This is an optimization exercise on Yosys and OpenROAD, whose aim is small area and a short achievable clock period, not a production implementation. The RTL was checked by simulation tests, not by an equivalence proof against the original design. Power figures rest on the tool's default switching activity, not on a simulated workload.

==> flow/design.v (excerpt) <==
module dadda_mul_top
(
    input  logic        clk,
    input  logic        arst_n,
    input  logic [31:0] a,
    input  logic [31:0] b,
    output logic [63:0] y
);
    logic bo0;
    logic bt0;
    logic bn0;
    logic bo1;
    logic bt1;
    logic bn1;
    logic bo2;
    logic bt2;
    logic bn2;
    logic bo3;
    logic bt3;
    logic bn3;
    logic bo4;
    logic bt4;
    logic bn4;
    logic bo5;
    logic bt5;
    logic bn5;
    logic bo6;
    logic bt6;
    logic bn6;
    logic bo7;
    logic bt7;
    logic bn7;
    logic bo8;
    logic bt8;
    logic bn8;
    logic bo9;
    logic bt9;
    logic bn9;
    logic bo10;
    logic bt10;
    logic bn10;
    logic bo11;
    logic bt11;
    logic bn11;
    logic bo12;
    logic bt12;
    logic bn12;
    logic bo13;
    logic bt13;
    logic bn13;
    logic bo14;
    logic bt14;
    logic bn14;
    logic bo15;
    logic bt15;
    logic bn15;
    logic pp1;
    logic pp2;
    logic pp3;
    logic pp4;
    logic pp5;
    logic pp6;
    logic pp7;
    logic pp8;
    logic pp9;
    logic pp10;
    logic pp11;
    logic pp12;
    logic pp13;
    logic pp14;
    logic pp15;
    logic pp16;
    logic pp17;
    logic pp18;
  ...
export LEC_CHECK = 0
export ABC_AREA = 1
export ABC_CLOCK_PERIOD_IN_PS = 22000
export CAP_MARGIN = 20
export CORE_MARGIN = 2
export CORE_UTILIZATION = 40
export CTS_BUF_LIST = sky130_fd_sc_hd__clkbuf_4 sky130_fd_sc_hd__clkbuf_8
export SLEW_MARGIN = 20
export SYNTH_HIERARCHICAL = 1
export SYNTH_MINIMUM_KEEP_SIZE = 0
create_clock -name core_clock -period 22.0 [get_ports {clk}]
standard.sh (not shown) runs the stock make flow with config.mk's settings and CLKGATE_MAP_FILE= SYNTH_SCRIPT=/design/flow/synth_recipe.tcl, a recipe that flattens the netlist after the stock synthesis.
==> flow/flow/run.sh <==
#!/bin/bash
# standard layout with buf_2 port buffers, a clock tree without dummy loads, and the
# resizer's setup repair aiming for extra slack from placement to clock tree synthesis, for a little
# less after global routing, and for the plain constraints in the rest
set -euo pipefail
P="BUFFER_PORTS_ARGS=-buffer_cell sky130_fd_sc_hd__buf_2"
C="CTS_ARGS=-sink_clustering_enable -repair_clock_nets -dont_use_dummy_load -sink_clustering_size 30 -buf_list {sky130_fd_sc_hd__clkbuf_4 sky130_fd_sc_hd__clkbuf_8}"
bash standard.sh "$P" "$C" SETUP_SLACK_MARGIN=0 floorplan > standard_make_fp.log 2>&1
bash standard.sh "$P" "$C" SETUP_SLACK_MARGIN=13.9 cts > standard_make_cts.log 2>&1
bash standard.sh "$P" "$C" SETUP_SLACK_MARGIN=13.7 grt > standard_make_grt.log 2>&1
bash standard.sh "$P" "$C" SETUP_SLACK_MARGIN=0 finish > standard_make_finish.log 2>&1
Change:
PLACE_DENSITY = 0.75   (was default)
Sequential share of layout area stays flat.
First-iteration DRC count climbs by about 18%.
Wire length is lower by 3.8%.
Count of clock-buffer cells in the layout does not change.
Change:
==> flow/flow/run.sh (replaced) <==
#!/bin/bash
# standard layout with buf_2 port buffers; the resizer's setup repair aims for extra slack
# in the floorplan step only (sizing before placement), then plain constraints
set -euo pipefail
P="BUFFER_PORTS_ARGS=-buffer_cell sky130_fd_sc_hd__buf_2"
bash standard.sh "$P" SETUP_SLACK_MARGIN=14.2 floorplan > standard_make_fp.log 2>&1
bash standard.sh "$P" SETUP_SLACK_MARGIN=0 finish > standard_make_finish.log 2>&1
PLACE_DENSITY = default   (was 0.75)
After rerunning: Sequential share of layout area came out lower by 0.25 points; fmax went down by 3.0%; clock-buffer cell count rose by 1; wire length goes up by 5.3%; setup slack is worse by 0.25 ns; design area went up by 2.8%; utilization climbs by 1.2 points; first-iteration DRC count is lower by 24%.
Change:
==> flow/flow/run.sh (replaced) <==
#!/bin/bash
# standard layout with buf_2 port buffers, a clock tree without dummy loads, and the
# resizer's setup repair aiming for extra slack from placement to clock tree synthesis, for a little
# less after global routing, and for the plain constraints in the rest
set -euo pipefail
P="BUFFER_PORTS_ARGS=-buffer_cell sky130_fd_sc_hd__buf_2"
C="CTS_ARGS=-sink_clustering_enable -repair_clock_nets -dont_use_dummy_load -sink_clustering_size 30 -buf_list {sky130_fd_sc_hd__clkbuf_4 sky130_fd_sc_hd__clkbuf_8}"
bash standard.sh "$P" "$C" SETUP_SLACK_MARGIN=0 floorplan > standard_make_fp.log 2>&1
bash standard.sh "$P" "$C" SETUP_SLACK_MARGIN=13.8 cts > standard_make_cts.log 2>&1
bash standard.sh "$P" "$C" SETUP_SLACK_MARGIN=13.6 grt > standard_make_grt.log 2>&1
bash standard.sh "$P" "$C" SETUP_SLACK_MARGIN=0 finish > standard_make_finish.log 2>&1
What happened:
- global-route usage came out lower by 0.41 points
- design area shrinks by a few percent
- clock-buffer cell count falls by 1
- wire length shrinks slightly
- synthesized area stays the same
- sequential power is lower slightly
- maximum frequency grows by a few percent
- die area does not change

## job 3070
dadda_mul_top again, from the RTL that the note above started with.
// dadda_mul_top
module dadda_mul_top
(
    input  logic        clk,
    input  logic        arst_n,
    input  logic [31:0] a,
    input  logic [31:0] b,
    output logic [63:0] y
);
==> flow/config.mk <==
export PLATFORM = sky130hd
export DESIGN_NAME = dadda_mul_top
export DESIGN_NICKNAME = dadda_mul_top
export VERILOG_FILES = /design/flow/design.v
export SDC_FILE = /design/flow/constraint.sdc
export NUM_CORES = 4
export LEC_CHECK = 0
export ABC_AREA = 1
export ABC_CLOCK_PERIOD_IN_PS = 22000
export CAP_MARGIN = 20
export CORE_MARGIN = 2
export CORE_UTILIZATION = 50
export CTS_BUF_LIST = sky130_fd_sc_hd__clkbuf_4 sky130_fd_sc_hd__clkbuf_8
export PLACE_DENSITY = 0.75
export SLEW_MARGIN = 20
export SYNTH_HIERARCHICAL = 1
export SYNTH_MINIMUM_KEEP_SIZE = 0
==> flow/constraint.sdc <==
create_clock -name core_clock -period 22.0 [get_ports {clk}]
set_input_delay 4.4000 -clock core_clock [delete_from_list [all_inputs] [get_ports {clk}]]
set_output_delay 4.4000 -clock core_clock [all_outputs]
set_load 0.01 [all_outputs]
==> flow/flow/run.sh <==
#!/bin/bash
# standard layout with buf_2 port buffers, a clock tree without dummy loads, and the
# resizer's setup repair aiming for extra slack from placement to clock tree synthesis, for a little
# less after global routing, and for the plain constraints in the rest
set -euo pipefail
P="BUFFER_PORTS_ARGS=-buffer_cell sky130_fd_sc_hd__buf_2"
C="CTS_ARGS=-sink_clustering_enable -repair_clock_nets -dont_use_dummy_load -sink_clustering_size 30 -buf_list {sky130_fd_sc_hd__clkbuf_4 sky130_fd_sc_hd__clkbuf_8}"
bash standard.sh "$P" "$C" SETUP_SLACK_MARGIN=0 floorplan > standard_make_fp.log 2>&1
bash standard.sh "$P" "$C" SETUP_SLACK_MARGIN=13.9 cts > standard_make_cts.log 2>&1
bash standard.sh "$P" "$C" SETUP_SLACK_MARGIN=13.7 grt > standard_make_grt.log 2>&1
bash standard.sh "$P" "$C" SETUP_SLACK_MARGIN=0 finish > standard_make_finish.log 2>&1
Job 3070 | status: complete | timing, DRC, antenna: pass
Input-level comparison between job 3054 and job 3070:
Settings: removing PLACE_DENSITY (formerly 0.75); changing CORE_UTILIZATION from 50 to 40.
-- flow/flow/run.sh --
<<< job 3070, line 9
bash standard.sh "$P" "$C" SETUP_SLACK_MARGIN=13.9 cts > standard_make_cts.log 2>&1
bash standard.sh "$P" "$C" SETUP_SLACK_MARGIN=13.7 grt > standard_make_grt.log 2>&1
>>> job 3054, line 9
bash standard.sh "$P" "$C" SETUP_SLACK_MARGIN=14.1 cts > standard_make_cts.log 2>&1
bash standard.sh "$P" "$C" SETUP_SLACK_MARGIN=13.9 grt > standard_make_grt.log 2>&1
==> comparison <==
Between job 3054 and job 3070, horizontal die dimension is higher for job 3054, job 3070 comes in under that.
[job 3054 vs job 3070] design area: higher in job 3054
Re combined flip-flop and latch cell area: no difference whatsoever between job 3070 and job 3054.
Delta(fmax, job 3054 - job 3070) > 0
#### Input delta (job 4344 over job 3054)
Settings: PLACE_DENSITY now 0.9, previously not set.
-- flow/flow/run.sh --
<<< job 3054, line 9
bash standard.sh "$P" "$C" SETUP_SLACK_MARGIN=14.1 cts > standard_make_cts.log 2>&1
bash standard.sh "$P" "$C" SETUP_SLACK_MARGIN=13.9 grt > standard_make_grt.log 2>&1
>>> job 4344, line 9
bash standard.sh "$P" "$C" SETUP_SLACK_MARGIN=13.9 cts > standard_make_cts.log 2>&1
bash standard.sh "$P" "$C" SETUP_SLACK_MARGIN=13.7 grt > standard_make_grt.log 2>&1
## What came out
[compare] base=job 3054 new=job 4344: total number of vias moved up; wire length of the first global-routing pass moved down. Between job 3054 and job 4344, power density of the placed cells is lower for job 3054, job 4344 comes in above that. On cell area, job 4344 does better than job 3054. Changes observed in job 4344 relative to job 3054: via count of the first global-routing pass climbed about 1.2%, cell count dropped 50, total power dropped 0.79%, core utilization dropped 1.4 points.
Input-level comparison between job 8625 and job 4344:
Settings: PLACE_DENSITY removed (was 0.9).
==> flow/flow/run.sh <==
#!/bin/bash
# standard layout with buf_2 port buffers; the resizer's setup repair aims for extra slack
# up to clock tree synthesis, and only for the plain constraints after global routing
set -euo pipefail
P="BUFFER_PORTS_ARGS=-buffer_cell sky130_fd_sc_hd__buf_2"
bash standard.sh "$P" SETUP_SLACK_MARGIN=13.9 cts > standard_make_cts.log 2>&1
bash standard.sh "$P" SETUP_SLACK_MARGIN=0 finish > standard_make_finish.log 2>&1
==> comparison <==
The run showing the greater combinational power share is job 4344. Looking at worst voltage drop across the vdd grid, job 8625 sits about 9% below job 4344. For area occupied by multi-input gates, job 8625 and job 4344 come out practically identical. Job 8625 contains fewer vias than job 4344. Job 4344 → job 8625: routed length on met3 down 1800 µm; post-route total power went up; mean area per synthesized cell held; final wirelength moved up; relative area change from synthesis to final layout increased by 0.64 points relative to the old numbers. The setup slack of the critical path after layout in job 8625 sits 0.038 ns below the value recorded for job 4344. Worst hold slack after final layout (higher): job 4344.

==> separate check: timing with driven ports <==
No port has a modelled driver above. Below, the same layouts with a new extraction and two added sets of constraints. Step 1 assumes that a clkbuf_16 drives the clock port and a buf_2 every other input. Step 2 also shifts input and output timing later by t, the mid clock arrival at the registers, as if the neighbouring blocks saw the same clock. Three values: no drivers, after step 1, after step 2; two values: the first two.
run	t (ns)	slack for setup (ns)	worst setup path at the end
the first run of note 1	0.613	13.811 / 13.832 / 13.218	input to register
the second run of note 1	0.572	13.820 / 13.823 / 13.251	input to register
the third run of note 1	0.610	13.566 / 13.598 / 12.988	input to register
the fourth run of note 1	0.619	13.735 / 13.770 / 13.152	input to register
job 3070	0.617	13.832 / 13.849 / 13.231	input to register
job 3054	0.619	13.967 / 13.957 / 13.338	input to register
job 4344	0.591	13.788 / 13.814 / 13.223	input to register
job 8625	0.627	13.750 / 13.769 / 13.142	input to register
After both steps every run listed still meets setup and hold. For job 3054, which loses most, drivers alone change the setup slack by -0.010 ns; drivers and shift together by -0.629 ns.
